From an optimization exercise on the open Yosys and OpenROAD flow, aimed at small area, a short achievable clock period and few clock cycles per item; shortcuts taken in it are not production practice. Where RTL was checked, it was by simulation tests only, not by an equivalence proof against the original. Power figures rest on the tool's default switching activity, not on a simulated workload.

==> flow/design.v (excerpt) <==
module expu_accumulator #(
    parameter int EXP_BITS  = 8,
    parameter int MANT_BITS = 7,
    parameter int N_ROWS    = 8,
    parameter int ACC_WIDTH = 32,
    parameter int ACC_FRAC  = 16,
    localparam int WIDTH    = EXP_BITS + MANT_BITS + 1
) (
    input  logic                      clk_i,
    input  logic                      rst_ni,
    input  logic                      clear_i,
    input  logic                      enable_i,
    input  logic                      valid_i,
    output logic                      ready_o,
    input  logic [N_ROWS-1:0]         strb_i,
    input  logic [N_ROWS*WIDTH-1:0]   op_i,
    input  logic                      last_i,
    output logic [ACC_WIDTH-1:0]      sum_o,
    output logic                      overflow_o,
    output logic                      valid_o,
    input  logic                      ready_i
);
For scale: about 42 flip-flops, about 180 I/O pins.
clock: 22.0 ns
lec_check: 0
cap_margin: 20
core_margin: 2
core_utilization: 40
slew_margin: 20
synth_hierarchical: 1
standard.sh (not shown) runs the stock make flow with config.mk's settings and CLKGATE_MAP_FILE= SYNTH_SCRIPT=/design/flow/synth_recipe.tcl, a recipe that flattens the netlist after the stock synthesis.
==> flow/flow/run.sh <==
#!/bin/bash
# The standard layout (standard.sh: the ORFS flow, standard synthesis included), with two
# changes: the input and output port buffers are the smallest plain buffer, buf_1, instead of the
# cell buffer_ports picks by itself (a 10 um2 delay buffer); and timing repair aims at a setup
# slack of 12.6 ns on the design's clock, so that it speeds up the critical paths.
set -euo pipefail
export BUFFER_PORTS_ARGS="-buffer_cell sky130_fd_sc_hd__buf_1"
export SETUP_SLACK_MARGIN=12.6
bash standard.sh > standard_make.log 2>&1
The starting point completed with no timing, DRC or antenna violations.
Testbench counts at the start, summed over its fixed seeds: cycles 4,808, items 4,800.
Next try:
==> flow/flow/run.sh (replaced) <==
#!/bin/bash
# The standard layout (standard.sh: the ORFS flow, standard synthesis included), with one
# change: the input and output port buffers are the smallest plain buffer, buf_1, instead of the
# cell buffer_ports picks by itself (a 10 um2 delay buffer).
set -euo pipefail
export BUFFER_PORTS_ARGS="-buffer_cell sky130_fd_sc_hd__buf_1"
bash standard.sh > standard_make.log 2>&1
Global-route usage barely changes.
Clock-buffer cell count is unchanged.
Worst setup slack got worse by 0.22 ns.
Sequential power is about the same.
Total power falls by 0.52%.
Routed wire length stays flat.
Combinational power barely changes.
Non-clock buffer count falls by 2.
Next try:
SLEW_MARGIN = 70   (was 20)
- The changed run ran to the end with no violations
- non-clock buffer count is higher by 4
- power is higher by about 2.4%
- sequential share of layout area is lower by 0.15 points
- design area is higher by 2.4%

* * *

== cedar ==
Another version of the RTL of expu_accumulator (not shown whole).
Size: ~1,400 cells after synthesis, ~42 flip-flops, about 12,000 um^2 of cells after synthesis.
export LEC_CHECK = 0
export CAP_MARGIN = 20
export CORE_MARGIN = 2
export CORE_UTILIZATION = 40
export SLEW_MARGIN = 20
export SYNTH_HIERARCHICAL = 1
create_clock -name core_clock -period 22.0 [get_ports {clk_i}]
==> flow/flow/run.sh <==
#!/bin/bash
# The standard layout (standard.sh: the ORFS flow, standard synthesis included), with two
# changes: the input and output port buffers are the smallest plain buffer, buf_1, instead of the
# cell buffer_ports picks by itself (a 10 um2 delay buffer); and timing repair aims at a setup
# slack of 12.8 ns (on the worst fifth of the endpoints) on the design's clock, so that it speeds up the critical paths.
set -euo pipefail
export BUFFER_PORTS_ARGS="-buffer_cell sky130_fd_sc_hd__buf_1"
export SETUP_SLACK_MARGIN=12.8
export TNS_END_PERCENT=20
bash standard.sh > standard_make.log 2>&1
cedar ran to completion and came out clean on the timing, DRC and antenna checks.
Here is what was changed in the inputs of birch compared with cedar.
==> flow/flow/run.sh <==
#!/bin/bash
# The standard layout (standard.sh: the ORFS flow, standard synthesis included), with two
# changes: the input and output port buffers are the smallest plain buffer, buf_1, instead of the
# cell buffer_ports picks by itself (a 10 um2 delay buffer); and timing repair aims at a setup
# slack of 12.7 ns on the design's clock, so that it speeds up the critical paths.
set -euo pipefail
export BUFFER_PORTS_ARGS="-buffer_cell sky130_fd_sc_hd__buf_1"
export SETUP_SLACK_MARGIN=12.7
bash standard.sh > standard_make.log 2>&1
Results
- Between cedar and birch, largest stage delay on the critical path is higher for birch, cedar comes in under that.
- Delta (birch minus cedar): register fraction of the total cell area did not really move, fraction of power consumed by combinational cells shrank by 0.2 points, filler-free cell count of the finished design held steady, transition time at the pin with the least slew margin moved up, worst setup slack fell 0.091 ns.
- Changes observed in birch relative to cedar: period utilization rose 0.42 points; critical path depth shows a reduction of 1; final area went down about 0.5%; met3 capacity usage during global routing decreased 0.21 points.
No run of this note included a check of the RTL's function; only the layout flow was run.

* * *

## v51
Another version of the RTL of expu_accumulator (not shown whole).
Size in the first run: roughly 1400 cells after synthesis, ~42 flip-flops, ~12000 um^2 of cells after synthesis.
==> flow/config.mk <==
export PLATFORM = sky130hd
export DESIGN_NAME = expu_accumulator
export DESIGN_NICKNAME = expu_accumulator
export VERILOG_FILES = /design/flow/design.v
export SDC_FILE = /design/flow/constraint.sdc
export NUM_CORES = 4
export LEC_CHECK = 0
export CAP_MARGIN = 20
export CORE_MARGIN = 2
export CORE_UTILIZATION = 40
export CTS_BUF_LIST = sky130_fd_sc_hd__clkbuf_4 sky130_fd_sc_hd__clkbuf_8
export SLEW_MARGIN = 20
export SYNTH_HIERARCHICAL = 1
==> flow/constraint.sdc <==
create_clock -name core_clock -period 22.0 [get_ports {clk_i}]
set_input_delay 4.4000 -clock core_clock [delete_from_list [all_inputs] [get_ports {clk_i}]]
set_output_delay 4.4000 -clock core_clock [all_outputs]
set_load 0.01 [all_outputs]
run.sh (not shown) runs the stock make flow with config.mk's settings and CLKGATE_MAP_FILE= SYNTH_SCRIPT=/design/flow/synth_recipe.tcl, a recipe that flattens the netlist after the stock synthesis.
Stock flow here: none of the scripts above is used.
Testbench counts of v51, summed over its fixed seeds: cycles 4,808, items 4,800.
> inputs changed (v51 -> v56)
- an added GPL_TIMING_DRIVEN of 0
==> flow/flow/run.sh (new file) <==
#!/bin/bash
# The standard layout (standard.sh: the ORFS flow, standard synthesis included), with two
# changes: the input and output port buffers are the smallest plain buffer, buf_1, instead of the
# cell buffer_ports picks by itself (a 10 um2 delay buffer); and timing repair aims at a setup
# slack of 12.6 ns on the design's clock, so that it speeds up the critical paths.
set -euo pipefail
export BUFFER_PORTS_ARGS="-buffer_cell sky130_fd_sc_hd__buf_1"
export SETUP_SLACK_MARGIN=12.6
bash standard.sh > standard_make.log 2>&1
==> flow/standard.sh (new file) <==
#!/bin/bash
# synth_recipe.tcl (not shown) runs the flow's synth.tcl, then flattens the netlist and writes it again
# the make line also repeats each setting of config.mk as NAME=value (left out here)
make -C /OpenROAD-flow-scripts/flow DESIGN_CONFIG=/design/flow/config.mk WORK_HOME=/design/flow/orfs CLKGATE_MAP_FILE= SYNTH_SCRIPT=/design/flow/synth_recipe.tcl "${@:-finish}"
removed: flow/run.sh
Results
- Compared with v51, v56 shows a higher number of cells on the worst reg-to-reg path.
- Relative to v51, setup clock skew after layout decreased by 0.0055 ns in v56.
- In the reports for v56 and v51, the larger sequential share of layout area belongs to v56.
- Per the comparison of v56 with v51, sequential power held steady, met1 routed wirelength after detailed routing grew by 2.1%, count of clock-buffer cells in the layout shrank by 1, combinational group share of total power shrank by 2.2 points, utilization of the core after routing shrank by 1.4 points.
- v56: number of instances in the placed design higher than v51
- Against v51, v56 reports a worst hold-check slack that is lower.
- As far as post-synthesis compound-gate area fraction goes, v51 and v56 are indistinguishable; the numbers are identical.
- Of the two values seen for first element of the critical path, enable_i was produced by v51 and clear_i by v56.
### v56 -> v44
- removing GPL_TIMING_DRIVEN (formerly 0)
-- flow/flow/run.sh --
<<< v56, line 5
# slack of 12.6 ns on the design's clock, so that it speeds up the critical paths.
>>> v44, line 5
# slack of 12.5 ns on the design's clock, so that it speeds up the critical paths.
<<< v56, line 8
export SETUP_SLACK_MARGIN=12.6
>>> v44, line 8
export SETUP_SLACK_MARGIN=12.5
Notes after the runs:
The flow did not stop early for v44: all stages ran, and the layout cleared the timing, DRC and antenna checks.
v44 vs v56: net switching power down in v44
Compared with v56, in v44 post-placement worst setup slack higher; clock group share of total power higher.
For power in sequential cells, v44 and v56 come out practically identical.
Diff v44 and v56: sequential share of power lower in v44
Compared with v56, v44 instantiates a smaller number of cells.
Looking at v44 and v56, the maximum frequency is a wash.

[what the ideal ports hide]
In the flow no input, the clock included, has a driving cell. The finished layouts below were timed again as built, in two steps.
Step 1, drivers: a clkbuf_16 drives clk_i and a buf_2 each remaining input, both assumed.
Step 2 also shifts input and output timing later by t, the mid clock arrival at the registers, as if the neighbouring blocks saw the same clock.
a / b / c = ideal / step 1 / step 2; a / b = the first two.
run | t, ns | slack for setup (ns) | worst setup path after step 2 | worst slew at a driven data input, ns
the first run of note 1 | 0.341 | 12.698 / 12.669 / 12.486 | input to register | 0.04
the second run of note 1 | 0.339 | 12.479 / 12.490 / 12.151 | input to register | 0.04
the third run of note 1 | 0.342 | 12.376 / 12.390 / 12.048 | input to register | 0.04
cedar | 0.332 | 12.800 / 12.734 / 12.678 | input to register | 0.06
birch | 0.329 | 12.708 / 12.654 / 12.654 | input to output | 0.05
v51 | 0.366 | 11.874 / 11.846 / 11.846 | input to output | 0.04
v56 | 0.354 | 12.665 / 12.641 / 12.435 | input to register | 0.04
v44 | 0.342 | 12.649 / 12.629 / 12.370 | input to register | 0.04
After both steps setup and hold are still met in every run listed.
